What follows belongs to an exercise in optimizing a design on an open flow for small area and a short achievable clock period; a production flow would make more cautious choices. Only simulation tests tie the RTL to the original design; equivalence was not proved. Power is estimated from default activity; no workload was simulated.

==> run D <==
// lfsr_trng_core
module lfsr_trng_core #(
    parameter int              n          = 32,
    parameter int              DATA_WIDTH = 32,
    parameter int              ADDR_WIDTH = 32,
    parameter int              RAM_DEPTH  = 100,
    parameter logic [DATA_WIDTH-1:0] LFSR_TAPS = lfsr_trng_core_pkg::LFSR_TAPS_DEFAULT,
    parameter logic [DATA_WIDTH-1:0] LFSR_SEED = lfsr_trng_core_pkg::LFSR_SEED_DEFAULT
) (
    input  logic                  clk,
    input  logic                  rst,
    input  logic                  request,
    input  logic                  we_i,
    input  logic                  rd_i,
    input  logic [ADDR_WIDTH-1:0] addr_i,
    output logic [DATA_WIDTH-1:0] rnd,
    output logic [DATA_WIDTH-1:0] data_o,
    output logic [n-1:0]          count
);
==> module lfsr_trng_ram, before the edit <==
module lfsr_trng_ram #(
    parameter int DATA_WIDTH = 32,
    parameter int ADDR_WIDTH = 32,
    parameter int RAM_DEPTH  = 100
) (
    input  logic                  clk,
    input  logic                  rst,
    input  logic                  we_i,
    input  logic                  rd_i,
    input  logic [ADDR_WIDTH-1:0] addr_i,
    input  logic [DATA_WIDTH-1:0] wdata_i,
    output logic [DATA_WIDTH-1:0] data_o
);
    localparam int IDX_W = (RAM_DEPTH > 1) ? $clog2(RAM_DEPTH) : 1;
    logic [DATA_WIDTH-1:0] mem_q [RAM_DEPTH];
    logic [DATA_WIDTH-1:0] data_d, data_q;
    logic                  hi_zero;
    logic [7:0]            lo_n;      
    logic [12:0]           hi_n;      
    logic                  rd_ok;     
    logic                  wr_ok;     
    logic [RAM_DEPTH-1:0]  rsel;
    logic [RAM_DEPTH-1:0]  wsel;
    assign hi_zero = ~|addr_i[ADDR_WIDTH-1:IDX_W];
    assign rd_ok   = rd_i & hi_zero;
    assign wr_ok   = rst & we_i & hi_zero;
    lfsr_trng_ram_dec u_dec (
        .idx  (addr_i[IDX_W-1:0]),
        .lo_n (lo_n),
        .hi_n (hi_n)
    );
    for (genvar k = 0; k < RAM_DEPTH; k++) begin : g_sel
        lfsr_trng_ram_nor2 u_rsel (.a (lo_n[k % 8]), .b (hi_n[k / 8]),               .y (rsel[k]));
        lfsr_trng_ram_and2 u_wsel (.a (rsel[k]), .b (wr_ok), .y (wsel[k]));
    end
    always_ff @(posedge clk) begin
        for (int k = 0; k < RAM_DEPTH; k++) begin
            if (wsel[k]) begin
                mem_q[k] <= wdata_i;
            end
        end
    end
    for (genvar b = 0; b < DATA_WIDTH; b++) begin : g_bit
        logic [11:0] grp;         
        logic [2:0]  grp_n;       
        for (genvar g = 0; g < 12; g++) begin : g_grp
            lfsr_trng_ram_or8 u_or8 (
                .m ({mem_q[8*g+7][b], mem_q[8*g+6][b], mem_q[8*g+5][b], mem_q[8*g+4][b],
                     mem_q[8*g+3][b], mem_q[8*g+2][b], mem_q[8*g+1][b], mem_q[8*g][b]}),
                .s (rsel[8*g+7:8*g]),
                .y (grp[g])
            );
        end
        for (genvar g = 0; g < 3; g++) begin : g_nor
            lfsr_trng_ram_nor4 u_nor (
                .a (grp[4*g]), .b (grp[4*g+1]), .c (grp[4*g+2]), .d (grp[4*g+3]),
                .y (grp_n[g])
            );
        end
        lfsr_trng_ram_tail u_tail (
            .n    (grp_n),
            .m    ({mem_q[99][b], mem_q[98][b], mem_q[97][b], mem_q[96][b]}),
            .s    (rsel[99:96]),
            .rd   (rd_ok),
            .hold (~rd_i & data_q[b]),
            .rst  (rst),
            .d    (data_d[b])
        );
    end
    always_ff @(posedge clk) begin
        data_q <= data_d;
    end
    assign data_o = data_q;
endmodule
==> module lfsr_trng_ram_and2, before the edit <==
module lfsr_trng_ram_and2 (
    input  logic a, b,
    output logic y
);
    assign y = a & b;
endmodule
==> module lfsr_trng_ram_nor2, before the edit <==
module lfsr_trng_ram_nor2 (
    input  logic a, b,
    output logic y
);
    assign y = ~(a | b);
endmodule
==> module lfsr_trng_ram_tail, before the edit <==
module lfsr_trng_ram_tail (
    input  logic [2:0] n,
    input  logic [3:0] m,
    input  logic [3:0] s,
    input  logic       rd,
    input  logic       hold,
    input  logic       rst,
    output logic       d
);
    logic word_n;
    assign word_n = n[0] & n[1] & n[2] &
                    ~((m[0] & s[0]) | (m[1] & s[1])) & ~((m[2] & s[2]) | (m[3] & s[3]));
    assign d = rst & ((rd & ~word_n) | hold);
endmodule
==> module lfsr_trng_ram_dec, before the edit <==
module lfsr_trng_ram_dec (
    input  logic [6:0]  idx,
    output logic [7:0]  lo_n,
    output logic [12:0] hi_n
);
    logic [6:0] idx_n;
    for (genvar i = 0; i < 7; i++) begin : g_inv
        lfsr_trng_ram_inv u_inv (.a (idx[i]), .y (idx_n[i]));
    end
    for (genvar a = 0; a < 8; a++) begin : g_lo
        lfsr_trng_ram_nand3 u_lo (
            .a (a[0] ? idx[0] : idx_n[0]),
            .b (a[1] ? idx[1] : idx_n[1]),
            .c (a[2] ? idx[2] : idx_n[2]),
            .y (lo_n[a])
        );
    end
    for (genvar h = 0; h < 13; h++) begin : g_hi
        lfsr_trng_ram_nand4 u_hi (
            .a (h[0] ? idx[3] : idx_n[3]),
            .b (h[1] ? idx[4] : idx_n[4]),
            .c (h[2] ? idx[5] : idx_n[5]),
            .d (h[3] ? idx[6] : idx_n[6]),
            .y (hi_n[h])
        );
    end
endmodule
==> module lfsr_trng_ram_inv, before the edit <==
module lfsr_trng_ram_inv (
    input  logic a,
    output logic y
);
    assign y = ~a;
endmodule
==> module lfsr_trng_ram_nand3, before the edit <==
module lfsr_trng_ram_nand3 (
    input  logic a, b, c,
    output logic y
);
    assign y = ~(a & b & c);
endmodule
==> module lfsr_trng_ram_nand4, before the edit <==
module lfsr_trng_ram_nand4 (
    input  logic a, b, c, d,
    output logic y
);
    assign y = ~(a & b & c & d);
endmodule
==> module lfsr_trng_ram_nor4, before the edit <==
module lfsr_trng_ram_nor4 (
    input  logic a, b, c, d,
    output logic y
);
    assign y = ~(a | b | c | d);
endmodule
==> module lfsr_trng_ram_or8, before the edit <==
module lfsr_trng_ram_or8 (
    input  logic [7:0] m,
    input  logic [7:0] s,
    output logic       y
);
    assign y = ~(~((m[0] & s[0]) | (m[1] & s[1])) & ~((m[2] & s[2]) | (m[3] & s[3])) &
                 ~((m[4] & s[4]) | (m[5] & s[5])) & ~((m[6] & s[6]) | (m[7] & s[7])));
endmodule
Settings: LEC_CHECK=0, CAP_MARGIN=5, CORE_MARGIN=2, CORE_UTILIZATION=55, CTS_CLUSTER_DIAMETER=80, CTS_CLUSTER_SIZE=20, SETUP_SLACK_MARGIN=1.7, SLEW_MARGIN=5, SYNTH_HIERARCHICAL=1; clock period 4.0 ns.
run.sh (not shown) runs the stock make flow with config.mk's settings and CLKGATE_MAP_FILE= SYNTH_SCRIPT=/design/flow/synth_recipe.tcl, a recipe that flattens the netlist after the stock synthesis.
==> run M (differences from run D) <==
--- a/flow/design.v
+++ b/flow/design.v
@@ -30,4 +30,4 @@
     logic [12:0]           hi_n;      
-    logic                  rd_ok;     
-    logic                  wr_ok;     
+    logic                  rd_ok_n;   
+    logic                  wr_ok_n;   
     logic [RAM_DEPTH-1:0]  rsel;
@@ -35,4 +35,4 @@
     assign hi_zero = ~|addr_i[ADDR_WIDTH-1:IDX_W];
-    assign rd_ok   = rd_i & hi_zero;
-    assign wr_ok   = rst & we_i & hi_zero;
+    assign rd_ok_n = ~(rd_i & hi_zero);
+    assign wr_ok_n = ~(rst & we_i & hi_zero);
     lfsr_trng_ram_dec u_dec (
@@ -43,4 +43,4 @@
     for (genvar k = 0; k < RAM_DEPTH; k++) begin : g_sel
-        lfsr_trng_ram_nor2 u_rsel (.a (lo_n[k % 8]), .b (hi_n[k / 8]),               .y (rsel[k]));
-        lfsr_trng_ram_and2 u_wsel (.a (rsel[k]), .b (wr_ok), .y (wsel[k]));
+        lfsr_trng_ram_nor3 u_rsel (.a (lo_n[k % 8]), .b (hi_n[k / 8]), .c (rd_ok_n), .y (rsel[k]));
+        lfsr_trng_ram_nor3 u_wsel (.a (lo_n[k % 8]), .b (hi_n[k / 8]), .c (wr_ok_n), .y (wsel[k]));
     end
@@ -74,3 +74,2 @@
             .s    (rsel[99:96]),
-            .rd   (rd_ok),
             .hold (~rd_i & data_q[b]),
@@ -130,13 +129,7 @@
 endmodule
-module lfsr_trng_ram_and2 (
-    input  logic a, b,
-    output logic y
-);
-    assign y = a & b;
-endmodule
-module lfsr_trng_ram_nor2 (
-    input  logic a, b,
-    output logic y
-);
-    assign y = ~(a | b);
+module lfsr_trng_ram_nor3 (
+    input  logic a, b, c,
+    output logic y
+);
+    assign y = ~(a | b | c);
 endmodule
@@ -160,3 +153,2 @@
     input  logic [3:0] s,
-    input  logic       rd,
     input  logic       hold,
@@ -165,6 +157,5 @@
 );
-    logic word_n;
-    assign word_n = n[0] & n[1] & n[2] &
-                    ~((m[0] & s[0]) | (m[1] & s[1])) & ~((m[2] & s[2]) | (m[3] & s[3]));
-    assign d = rst & ((rd & ~word_n) | hold);
+    logic last_n;
+    assign last_n = ~((m[0] & s[0]) | (m[1] & s[1])) & ~((m[2] & s[2]) | (m[3] & s[3])) & ~hold;
+    assign d = rst & ~(n[0] & n[1] & n[2] & last_n);
 endmodule
==> run Y (differences from run D) <==
==> flow/design.v (replaced) <==
package lfsr_trng_core_pkg;
    localparam int LFSR_W = 32;
    localparam logic [LFSR_W-1:0] LFSR_TAPS_DEFAULT = 32'h80200003;
    localparam logic [LFSR_W-1:0] LFSR_SEED_DEFAULT = 32'h00000001;
    function automatic logic [LFSR_W-1:0] lfsr_step(
        input logic [LFSR_W-1:0] s,
        input logic [LFSR_W-1:0] taps
    );
        lfsr_step = s[0] ? ((s >> 1) ^ taps) : (s >> 1);
    endfunction
endpackage
module lfsr_trng_ram #(
    parameter int DATA_WIDTH = 32,
    parameter int ADDR_WIDTH = 32,
    parameter int RAM_DEPTH  = 100
) (
    input  logic                  clk,
    input  logic                  rst,
    input  logic                  we_i,
    input  logic                  rd_i,
    input  logic [ADDR_WIDTH-1:0] addr_i,
    input  logic [DATA_WIDTH-1:0] wdata_i,
    output logic [DATA_WIDTH-1:0] data_o
);
    localparam int IDX_W = (RAM_DEPTH > 1) ? $clog2(RAM_DEPTH) : 1;
    logic [DATA_WIDTH-1:0] mem_q [RAM_DEPTH];
    logic [DATA_WIDTH-1:0] data_d, data_q;
    logic                  in_range;
    logic [IDX_W-1:0]      idx;
    always_comb begin
        in_range = (addr_i < ADDR_WIDTH'(RAM_DEPTH));
        idx      = addr_i[IDX_W-1:0];
    end
    always_ff @(posedge clk) begin
        if (rst && we_i && in_range) begin
            mem_q[idx] <= wdata_i;
        end
    end
    always_comb begin
        data_d = data_q;
        if (rd_i) begin
            data_d = in_range ? mem_q[idx] : '0;
        end
    end
    always_ff @(posedge clk) begin
        if (!rst) begin
            data_q <= '0;
        end else begin
            data_q <= data_d;
        end
    end
    assign data_o = data_q;
endmodule
module lfsr_trng_core #(
    parameter int              n          = 32,
    parameter int              DATA_WIDTH = 32,
    parameter int              ADDR_WIDTH = 32,
    parameter int              RAM_DEPTH  = 100,
    parameter logic [DATA_WIDTH-1:0] LFSR_TAPS = lfsr_trng_core_pkg::LFSR_TAPS_DEFAULT,
    parameter logic [DATA_WIDTH-1:0] LFSR_SEED = lfsr_trng_core_pkg::LFSR_SEED_DEFAULT
) (
    input  logic                  clk,
    input  logic                  rst,
    input  logic                  request,
    input  logic                  we_i,
    input  logic                  rd_i,
    input  logic [ADDR_WIDTH-1:0] addr_i,
    output logic [DATA_WIDTH-1:0] rnd,
    output logic [DATA_WIDTH-1:0] data_o,
    output logic [n-1:0]          count
);
    logic [n-1:0]          count_d, count_q;
    logic [DATA_WIDTH-1:0] lfsr_d, lfsr_q;
    logic [DATA_WIDTH-1:0] rnd_d, rnd_q;
    logic                  req_d, req_q;
    logic [DATA_WIDTH-1:0] mix;
    logic [DATA_WIDTH-1:0] src;
    always_comb begin
        count_d = count_q + 1'b1;
        req_d   = request;
        lfsr_d  = lfsr_q;
        rnd_d   = rnd_q;
        mix     = lfsr_q ^ count_q;
        if (mix == '0) begin
            mix = LFSR_SEED;     
        end
        src = req_q ? lfsr_q : mix;
        if (request) begin
            lfsr_d = lfsr_trng_core_pkg::lfsr_step(src, LFSR_TAPS);
            rnd_d  = lfsr_d;
        end
    end
    always_ff @(posedge clk) begin
        if (!rst) begin
            count_q <= '0;
            lfsr_q  <= LFSR_SEED;
            rnd_q   <= '0;
            req_q   <= 1'b0;
        end else begin
            count_q <= count_d;
            lfsr_q  <= lfsr_d;
            rnd_q   <= rnd_d;
            req_q   <= req_d;
        end
    end
    assign rnd   = rnd_q;
    assign count = count_q;
    lfsr_trng_ram #(
        .DATA_WIDTH (DATA_WIDTH),
        .ADDR_WIDTH (ADDR_WIDTH),
        .RAM_DEPTH  (RAM_DEPTH)
    ) u_ram (
        .clk     (clk),
        .rst     (rst),
        .we_i    (we_i),
        .rd_i    (rd_i),
        .addr_i  (addr_i),
        .wdata_i (rnd_q),
        .data_o  (data_o)
    );
endmodule
CAP_MARGIN = 20   (was 5)
CORE_UTILIZATION = 40   (was 55)
CTS_CLUSTER_DIAMETER = default   (was 80)
CTS_CLUSTER_SIZE = default   (was 20)
SETUP_SLACK_MARGIN = default   (was 1.7)
SLEW_MARGIN = 20   (was 5)
SYNTH_HIERARCHICAL = default   (was 1)
==> comparison <==
- Non-clock buffer count: run Y < run D < run M.
- Combinational power: run M < run D < run Y.
- In run Y the worst hold slack is worse than in run M, by 0.11 ns.
- Via count: run Y > run M > run D.
- Global-route usage: run Y < run M < run D.
- Critical path depth, lowest first: run Y, run D, run M.
- Design area, highest first: run Y, run M, run D.
- Power, lowest first: run M, run D, run Y.
- Against run D, the sequential share of layout area of run Y is lower by 3.5 points.
- Against run M, the synthesized area of run D is lower by about 0.8%.
==> figures <==
Fraction of met3 tracks used by global routing: run D 0.0602; run Y 0.0537; run M 0.0711
Min-Delay Endpoint: run D rnd_q[28]; run Y rnd_q[7]; run M rnd_q[27]
Antenna violations before repair: run D 44; run Y 41; run M 29
Pre-CTS setup slack: run D -0.477 ns; run Y -0.614 ns; run M -0.628 ns
Warnings, synthesis: run D 9; run Y 2; run M 9
Non-clock buffer count in the final layout: run D 1292; run Y 1061; run M 1644
Outcome: run D finished clean; run Y finished clean; run M finished clean
Post-route fraction of the period consumed by the critical path: run D 0.686; run Y 0.946; run M 0.805
Clock tree buffer count of the final layout: run D 252; run Y 419; run M 235
Routed length on met2: run D 189000 um; run Y 217000 um; run M 198000 um
Fraction of area in multi-input gates: run D 0.153; run Y 0.178; run M 0.148
Filler cells: run D 13880; run Y 26028; run M 13094
Slew Limit Headroom: run D 0.110; run Y 0.108; run M 0.245
Setup ws final: run D 1.26 ns; run Y 0.215 ns; run M 0.780 ns
Maximum number of buffers from clock root to sink: run D 3; run Y 4; run M 3
Clock-pin slew of the registers on the worst-case setup and hold paths: run D 0.08 ns; run Y 0.06 ns; run M 0.09 ns
Pin count of the biggest net entering global routing: run D 103; run Y 100; run M 104
Depth of the worst register-to-register path: run D 6; run Y 10; run M 6
Iteration-0 DRC count of the detailed router: run D 11436; run Y 13169; run M 13029
Total clock buffers created by CTS: run D 185; run Y 344; run M 185
Share of power burned in the clock network: run D 0.326; run Y 0.415; run M 0.329
Logic depth of the worst setup path including buffers: run D 13; run Y 10; run M 20

## port drivers added, routing unchanged
The results above use ideal ports. As a check the final layouts listed here were re-extracted and re-timed, cells and wires unchanged. Step 1, drivers: a clkbuf_16 drives clk and a buf_2 each remaining input, both assumed. Step 2 adds t to the input delays and takes it off the output delays; t is the mean of the earliest and latest rising clock arrival at the registers after step 1. Input paths then give back, and output paths get back, about the clock's delay inside the block. a / b / c = ideal ports / drivers / drivers and shift; a / b = the first two.
run | t, ns | setup slack, ns | worst hold slack (ns) | latest minus earliest clock arrival (ns) | worst slew at a driven data input, ns
run D | 0.965 | 1.256 / 1.303 / 0.338 | 0.486 / 0.418 / 0.547 | 0.043 / 0.042 | 0.13
run M | 0.972 | 0.780 / 0.832 / -0.140 | 0.530 / 0.467 / 0.547 | 0.049 / 0.049 | 0.05
run Y | 1.018 | 0.215 / 0.263 / -0.755 | 0.422 / 0.343 / 0.544 | 0.085 / 0.086 | 0.07
Met with ideal ports but missed after step 2: setup timing in run M and run Y. For run Y, which loses most, drivers alone change the setup slack by +0.048 ns; drivers and shift together by -0.970 ns.
